From an optimization exercise on the open Yosys and OpenROAD flow, aimed at small area; shortcuts taken in it are not production practice.
At most, simulation tests tie the RTL to the original design; equivalence was not proved.
Power is estimated from default activity; no workload was simulated.

==> inputs of garnet <==
Design regfile_sb, start of the top module:
module regfile_sb
#(
    parameter int DWIDTH = riscv_pkg::XLEN,
    parameter int NREGS  = riscv_pkg::NREGS,
    parameter int AWIDTH = $clog2(NREGS),
    parameter int BYPASS = 1
) (
    input  logic              clk,
    input  logic              rst_n,
    input  logic [AWIDTH-1:0] rs1,
    input  logic [AWIDTH-1:0] rs2,
    output logic [DWIDTH-1:0] porta,
    output logic [DWIDTH-1:0] portb,
    output logic              porta_ready,
    output logic              portb_ready,
    input  logic              issue_en,
    input  logic [AWIDTH-1:0] issue_rd,
    input  logic              RegWen,
    input  logic [AWIDTH-1:0] rd,
    input  logic [DWIDTH-1:0] writedata,
    output logic [NREGS-1:0]  pending
);
==> module regfile_sb, before the edit <==
module regfile_sb
#(
    parameter int DWIDTH = riscv_pkg::XLEN,
    parameter int NREGS  = riscv_pkg::NREGS,
    parameter int AWIDTH = $clog2(NREGS),
    parameter int BYPASS = 1
) (
    input  logic              clk,
    input  logic              rst_n,
    input  logic [AWIDTH-1:0] rs1,
    input  logic [AWIDTH-1:0] rs2,
    output logic [DWIDTH-1:0] porta,
    output logic [DWIDTH-1:0] portb,
    output logic              porta_ready,
    output logic              portb_ready,
    input  logic              issue_en,
    input  logic [AWIDTH-1:0] issue_rd,
    input  logic              RegWen,
    input  logic [AWIDTH-1:0] rd,
    input  logic [DWIDTH-1:0] writedata,
    output logic [NREGS-1:0]  pending
);
    localparam bit FWD = (BYPASS != 0);
    logic [NREGS-1:1][DWIDTH-1:0] regs;      
    logic [NREGS-1:1][DWIDTH-1:0] regs_nxt;  
    logic [NREGS-1:1]             vld;       
    logic [NREGS-1:1]             vld_nxt;
    logic [NREGS-1:1]             we;        
    logic [NREGS-1:1]             sel_a, sel_b;
    logic [NREGS-1:1][DWIDTH-1:0] rdin;
    logic [NREGS-1:1]             pend_q;
    always_comb begin
        for (int i = 1; i < NREGS; i++) begin
            we[i] = RegWen && (rd == AWIDTH'(i));
        end
    end
    for (genvar i = 1; i < NREGS; i++) begin : g_word
        rf_wrhold #(.DWIDTH(DWIDTH)) u_hold (
            .we    (we[i]),
            .we_n  (!we[i]),
            .wdata (writedata),
            .q     (regs[i]),
            .d     (regs_nxt[i])
        );
    end
    always_ff @(posedge clk) begin
        regs <= regs_nxt;
    end
    assign vld_nxt = vld | we;
    always_ff @(posedge clk or negedge rst_n) begin
        if (!rst_n) begin
            vld <= '0;
        end else begin
            vld <= vld_nxt;
        end
    end
    always_ff @(posedge clk or negedge rst_n) begin
        if (!rst_n) begin
            pend_q <= '0;
        end else begin
            for (int i = 1; i < NREGS; i++) begin
                if (issue_en && issue_rd == AWIDTH'(i)) begin
                    pend_q[i] <= 1'b1;
                end else if (we[i]) begin
                    pend_q[i] <= 1'b0;
                end
            end
        end
    end
    assign pending = {pend_q, 1'b0};
    always_comb begin
        for (int i = 1; i < NREGS; i++) begin
            sel_a[i] = (rs1 == AWIDTH'(i)) && (FWD ? vld_nxt[i] : vld[i]);
            sel_b[i] = (rs2 == AWIDTH'(i)) && (FWD ? vld_nxt[i] : vld[i]);
            rdin[i]  = FWD ? regs_nxt[i] : regs[i];
        end
    end
    rf_rdport #(.DWIDTH(DWIDTH), .NIN(NREGS-1)) u_rda (.sel(sel_a), .din(rdin), .dout(porta));
    rf_rdport #(.DWIDTH(DWIDTH), .NIN(NREGS-1)) u_rdb (.sel(sel_b), .din(rdin), .dout(portb));
    assign porta_ready = (rs1 == '0) || !pending[rs1] || (FWD && RegWen && (rd == rs1));
    assign portb_ready = (rs2 == '0) || !pending[rs2] || (FWD && RegWen && (rd == rs2));
endmodule
==> module rf_aoi, before the edit <==
module rf_aoi
#(
    parameter int N = 3
) (
    input  logic [N-1:0] sel,
    input  logic [N-1:0] din,
    output logic         y_n
);
    assign y_n = !(|(sel & din));
endmodule
==> module rf_rdport, before the edit <==
module rf_rdport
#(
    parameter int DWIDTH = riscv_pkg::XLEN,
    parameter int NIN    = riscv_pkg::NREGS
) (
    input  logic [NIN-1:0]             sel,
    input  logic [NIN-1:0][DWIDTH-1:0] din,
    output logic [DWIDTH-1:0]          dout
);
    localparam int NGRP = (NIN + 2) / 3;
    for (genvar b = 0; b < DWIDTH; b++) begin : g_bit
        logic [NIN-1:0]  din_b;
        logic [NGRP-1:0] grp_n;
        for (genvar i = 0; i < NIN; i++) begin : g_in
            assign din_b[i] = din[i][b];
        end
        for (genvar g = 0; g < NGRP; g++) begin : g_grp
            localparam int N = (3*g + 3 <= NIN) ? 3 : NIN - 3*g;
            rf_aoi #(.N(N)) u_aoi (.sel(sel[3*g +: N]), .din(din_b[3*g +: N]), .y_n(grp_n[g]));
        end
        assign dout[b] = !(&grp_n);
    end
endmodule
clock: 7.0 ns
lec_check: 0
cap_margin: 20
core_margin: 2
core_utilization: 40
place_density: 0.6
slew_margin: 20
synth_hierarchical: 1
standard.sh (not shown) runs the stock make flow with config.mk's settings and CLKGATE_MAP_FILE= SYNTH_SCRIPT=/design/flow/synth_recipe.tcl, a recipe that flattens the netlist after the stock synthesis.
==> flow/flow/run.sh <==
#!/bin/bash
# Standard ORFS layout (standard.sh, synthesis unchanged) with two layout choices:
#  - ports are buffered with a small plain buffer instead of the resizer's default pick;
#  - CTS uses clkbuf_8 leaves over larger sink clusters and no dummy balancing loads.
set -euo pipefail
CTS="-sink_clustering_enable -repair_clock_nets -dont_use_dummy_load"
CTS="$CTS -buf_list sky130_fd_sc_hd__clkbuf_8 -sink_clustering_size 14 -sink_clustering_max_diameter 100"
bash standard.sh \
    "BUFFER_PORTS_ARGS=-buffer_cell sky130_fd_sc_hd__buf_1" \
    "CTS_ARGS=$CTS" \
    finish > standard_flow.log 2>&1
==> inputs of pepper, as changes to garnet <==
--- a/flow/design.v
+++ b/flow/design.v
@@ -76,10 +76,10 @@
     localparam bit FWD = (BYPASS != 0);
     logic [NREGS-1:1][DWIDTH-1:0] regs;      
-    logic [NREGS-1:1][DWIDTH-1:0] regs_nxt;  
+    logic [NREGS-1:1][DWIDTH-1:0] regs_nxt;
     logic [NREGS-1:1]             vld;       
-    logic [NREGS-1:1]             vld_nxt;
     logic [NREGS-1:1]             we;        
-    logic [NREGS-1:1]             sel_a, sel_b;
-    logic [NREGS-1:1][DWIDTH-1:0] rdin;
+    logic [NREGS-1:0]             sel_a, sel_b;
+    logic [NREGS-1:0][DWIDTH-1:0] rdin;
+    logic                         byp_a, byp_b;
     logic [NREGS-1:1]             pend_q;
     always_comb begin
@@ -100,10 +100,9 @@
         regs <= regs_nxt;
     end
-    assign vld_nxt = vld | we;
     always_ff @(posedge clk or negedge rst_n) begin
         if (!rst_n) begin
             vld <= '0;
         end else begin
-            vld <= vld_nxt;
+            vld <= vld | we;
         end
     end
@@ -123,12 +122,19 @@
     assign pending = {pend_q, 1'b0};
     always_comb begin
+        byp_a = 1'b0;
+        byp_b = 1'b0;
         for (int i = 1; i < NREGS; i++) begin
-            sel_a[i] = (rs1 == AWIDTH'(i)) && (FWD ? vld_nxt[i] : vld[i]);
-            sel_b[i] = (rs2 == AWIDTH'(i)) && (FWD ? vld_nxt[i] : vld[i]);
-            rdin[i]  = FWD ? regs_nxt[i] : regs[i];
+            sel_a[i] = (rs1 == AWIDTH'(i)) && vld[i] && !(FWD && we[i]);
+            sel_b[i] = (rs2 == AWIDTH'(i)) && vld[i] && !(FWD && we[i]);
+            byp_a    = byp_a || (FWD && (rs1 == AWIDTH'(i)) && we[i]);
+            byp_b    = byp_b || (FWD && (rs2 == AWIDTH'(i)) && we[i]);
+            rdin[i]  = regs[i];
         end
+        sel_a[0] = byp_a;
+        sel_b[0] = byp_b;
+        rdin[0]  = writedata;
     end
-    rf_rdport #(.DWIDTH(DWIDTH), .NIN(NREGS-1)) u_rda (.sel(sel_a), .din(rdin), .dout(porta));
-    rf_rdport #(.DWIDTH(DWIDTH), .NIN(NREGS-1)) u_rdb (.sel(sel_b), .din(rdin), .dout(portb));
+    rf_rdport #(.DWIDTH(DWIDTH), .NIN(NREGS)) u_rda (.sel(sel_a), .din(rdin), .dout(porta));
+    rf_rdport #(.DWIDTH(DWIDTH), .NIN(NREGS)) u_rdb (.sel(sel_b), .din(rdin), .dout(portb));
     assign porta_ready = (rs1 == '0) || !pending[rs1] || (FWD && RegWen && (rd == rs1));
     assign portb_ready = (rs2 == '0) || !pending[rs2] || (FWD && RegWen && (rd == rs2));
--- a/flow/flow/run.sh
+++ b/flow/flow/run.sh
@@ -5,5 +5,5 @@
 set -euo pipefail
 CTS="-sink_clustering_enable -repair_clock_nets -dont_use_dummy_load"
-CTS="$CTS -buf_list sky130_fd_sc_hd__clkbuf_8 -sink_clustering_size 14 -sink_clustering_max_diameter 100"
+CTS="$CTS -buf_list sky130_fd_sc_hd__clkbuf_8 -sink_clustering_size 12 -sink_clustering_max_diameter 100"
 bash standard.sh \
     "BUFFER_PORTS_ARGS=-buffer_cell sky130_fd_sc_hd__buf_1" \
CORE_UTILIZATION = 55   (was 40)
PLACE_DENSITY = 0.7   (was 0.6)
==> inputs of cedar, as changes to garnet <==
--- a/flow/design.v
+++ b/flow/design.v
@@ -19,11 +19,9 @@
     assign d = ({DWIDTH{we}} & wdata) | ({DWIDTH{we_n}} & q);
 endmodule
-module rf_aoi
-#(
-    parameter int N = 3
-) (
-    input  logic [N-1:0] sel,
-    input  logic [N-1:0] din,
-    output logic         y_n
+module rf_aoi3
+(
+    input  logic [2:0] sel,
+    input  logic [2:0] din,
+    output logic       y_n
 );
     assign y_n = !(|(sel & din));
@@ -39,13 +37,21 @@
 );
     localparam int NGRP = (NIN + 2) / 3;
+    logic [3*NGRP-1:0] sel_x;
+    always_comb begin
+        sel_x = '0;
+        sel_x[NIN-1:0] = sel;
+    end
     for (genvar b = 0; b < DWIDTH; b++) begin : g_bit
-        logic [NIN-1:0]  din_b;
-        logic [NGRP-1:0] grp_n;
-        for (genvar i = 0; i < NIN; i++) begin : g_in
-            assign din_b[i] = din[i][b];
+        logic [3*NGRP-1:0] din_x;
+        logic [NGRP-1:0]   grp_n;
+        for (genvar i = 0; i < 3*NGRP; i++) begin : g_in
+            if (i < NIN) begin : g_used
+                assign din_x[i] = din[i][b];
+            end else begin : g_pad
+                assign din_x[i] = 1'b0;
+            end
         end
         for (genvar g = 0; g < NGRP; g++) begin : g_grp
-            localparam int N = (3*g + 3 <= NIN) ? 3 : NIN - 3*g;
-            rf_aoi #(.N(N)) u_aoi (.sel(sel[3*g +: N]), .din(din_b[3*g +: N]), .y_n(grp_n[g]));
+            rf_aoi3 u_aoi (.sel(sel_x[3*g +: 3]), .din(din_x[3*g +: 3]), .y_n(grp_n[g]));
         end
         assign dout[b] = !(&grp_n);
@@ -76,10 +82,10 @@
     localparam bit FWD = (BYPASS != 0);
     logic [NREGS-1:1][DWIDTH-1:0] regs;      
-    logic [NREGS-1:1][DWIDTH-1:0] regs_nxt;  
+    logic [NREGS-1:1][DWIDTH-1:0] regs_nxt;
     logic [NREGS-1:1]             vld;       
-    logic [NREGS-1:1]             vld_nxt;
     logic [NREGS-1:1]             we;        
-    logic [NREGS-1:1]             sel_a, sel_b;
-    logic [NREGS-1:1][DWIDTH-1:0] rdin;
+    logic [NREGS-1:0]             sel_a, sel_b;
+    logic [NREGS-1:0][DWIDTH-1:0] rdin;
+    logic                         byp_a, byp_b;
     logic [NREGS-1:1]             pend_q;
     always_comb begin
@@ -100,10 +106,9 @@
         regs <= regs_nxt;
     end
-    assign vld_nxt = vld | we;
     always_ff @(posedge clk or negedge rst_n) begin
         if (!rst_n) begin
             vld <= '0;
         end else begin
-            vld <= vld_nxt;
+            vld <= vld | we;
         end
     end
@@ -123,12 +128,19 @@
     assign pending = {pend_q, 1'b0};
     always_comb begin
+        byp_a = 1'b0;
+        byp_b = 1'b0;
         for (int i = 1; i < NREGS; i++) begin
-            sel_a[i] = (rs1 == AWIDTH'(i)) && (FWD ? vld_nxt[i] : vld[i]);
-            sel_b[i] = (rs2 == AWIDTH'(i)) && (FWD ? vld_nxt[i] : vld[i]);
-            rdin[i]  = FWD ? regs_nxt[i] : regs[i];
+            sel_a[i] = (rs1 == AWIDTH'(i)) && vld[i] && !(FWD && we[i]);
+            sel_b[i] = (rs2 == AWIDTH'(i)) && vld[i] && !(FWD && we[i]);
+            byp_a    = byp_a || (FWD && (rs1 == AWIDTH'(i)) && we[i]);
+            byp_b    = byp_b || (FWD && (rs2 == AWIDTH'(i)) && we[i]);
+            rdin[i]  = regs[i];
         end
+        sel_a[0] = byp_a;
+        sel_b[0] = byp_b;
+        rdin[0]  = writedata;
     end
-    rf_rdport #(.DWIDTH(DWIDTH), .NIN(NREGS-1)) u_rda (.sel(sel_a), .din(rdin), .dout(porta));
-    rf_rdport #(.DWIDTH(DWIDTH), .NIN(NREGS-1)) u_rdb (.sel(sel_b), .din(rdin), .dout(portb));
+    rf_rdport #(.DWIDTH(DWIDTH), .NIN(NREGS)) u_rda (.sel(sel_a), .din(rdin), .dout(porta));
+    rf_rdport #(.DWIDTH(DWIDTH), .NIN(NREGS)) u_rdb (.sel(sel_b), .din(rdin), .dout(portb));
     assign porta_ready = (rs1 == '0) || !pending[rs1] || (FWD && RegWen && (rd == rs1));
     assign portb_ready = (rs2 == '0) || !pending[rs2] || (FWD && RegWen && (rd == rs2));
--- a/flow/flow/run.sh
+++ b/flow/flow/run.sh
@@ -5,5 +5,5 @@
 set -euo pipefail
 CTS="-sink_clustering_enable -repair_clock_nets -dont_use_dummy_load"
-CTS="$CTS -buf_list sky130_fd_sc_hd__clkbuf_8 -sink_clustering_size 14 -sink_clustering_max_diameter 100"
+CTS="$CTS -buf_list sky130_fd_sc_hd__clkbuf_8 -sink_clustering_size 16 -sink_clustering_max_diameter 100"
 bash standard.sh \
     "BUFFER_PORTS_ARGS=-buffer_cell sky130_fd_sc_hd__buf_1" \
==> qor summary <==
Final worst-path cycle share: pepper 94.4%; cedar 94.1%; garnet 96.0%
Endpoint with the worst hold slack: pepper vld[6]$_DFF_PN0_; cedar vld[1]$_DFF_PN0_; garnet regs[831]$_DFF_P_
GR Util met2: pepper 59.8%; cedar 46.7%; garnet 47.9%
Invs w/o clock: pepper 33; cedar 33; garnet 63
Status: pepper no timing/DRC/antenna violations; cedar no timing/DRC/antenna violations; garnet no timing/DRC/antenna violations
Launch point of the worst hold path: pepper vld[6]$_DFF_PN0_; cedar vld[1]$_DFF_PN0_; garnet regs[831]$_DFF_P_
Max frequency: pepper 151 MHz; cedar 152 MHz; garnet 149 MHz
Crit path buffers/inverters: pepper 3; cedar 5; garnet 6
Fill count: pepper 6,672; cedar 10,201; garnet 9,743
Most common cell type on the critical path: pepper sky130_fd_sc_hd__buf_1; cedar sky130_fd_sc_hd__buf_4; garnet sky130_fd_sc_hd__buf_4
Fraction of area in registers: pepper 45.7%; cedar 45.3%; garnet 46.6%
Total GRT Usage: pepper 42.5%; cedar 32.8%; garnet 35.9%
Share of post-route cells with drive strength above 1: pepper 14.4%; cedar 12.1%; garnet 12.6%
Multi-input gate share of the layout cell area: pepper 43.6%; cedar 43.9%; garnet 41.9%
Clock-pin slew reported for the worst setup and hold paths after clock tree synthesis: pepper 0.08 ns; cedar 0.11 ns; garnet 0.04 ns
Number of diodes: pepper 2; cedar 5; garnet 10
Critical path's largest stage delay: pepper 0.89 ns; cedar 0.96 ns; garnet 0.57 ns
Cts bufs inserted: pepper 97; cedar 75; garnet 85
Reg power frac: pepper 60.5%; cedar 61.7%; garnet 56.0%
Die footprint: pepper 0.0820 mm2; cedar 0.112 mm2; garnet 0.109 mm2
No functional check of the RTL was part of cedar.

==> port drivers added, routing unchanged <==
The flow's constraints put no driver on any port. The routed layouts listed below were extracted and timed again, unchanged, in two steps.
Step 1 (the two cells are an assumption about what drives the block):
set clk [get_ports {clk}]
set_driving_cell -lib_cell sky130_fd_sc_hd__clkbuf_16 $clk
set_driving_cell -lib_cell sky130_fd_sc_hd__buf_2 [delete_from_list [all_inputs] $clk]
Step 2 times the ports against the registers' clock, not the clock port: input delays grow and output delays shrink by t, the midpoint of the rising clock arrivals with the driver on.
Slacks: ideal ports / drivers / drivers and shift; pairs: ideal ports / drivers.
| run | shift t [ns] | setup slack, ns | clock arrival spread, ns | pins driven straight from the clock port |
|---|---|---|---|---|
| garnet | 0.809 | 0.277 / 0.159 / 0.159 | 0.087 / 0.087 | 1 |
| pepper | 0.796 | 0.393 / 0.363 / 0.363 | 0.080 / 0.079 | 1 |
| cedar | 0.794 | 0.415 / 0.392 / 0.392 | 0.073 / 0.073 | 1 |
After both steps every run listed still meets setup and hold. For garnet, which loses most, drivers alone change the setup slack by -0.118 ns; drivers and shift together by -0.118 ns.
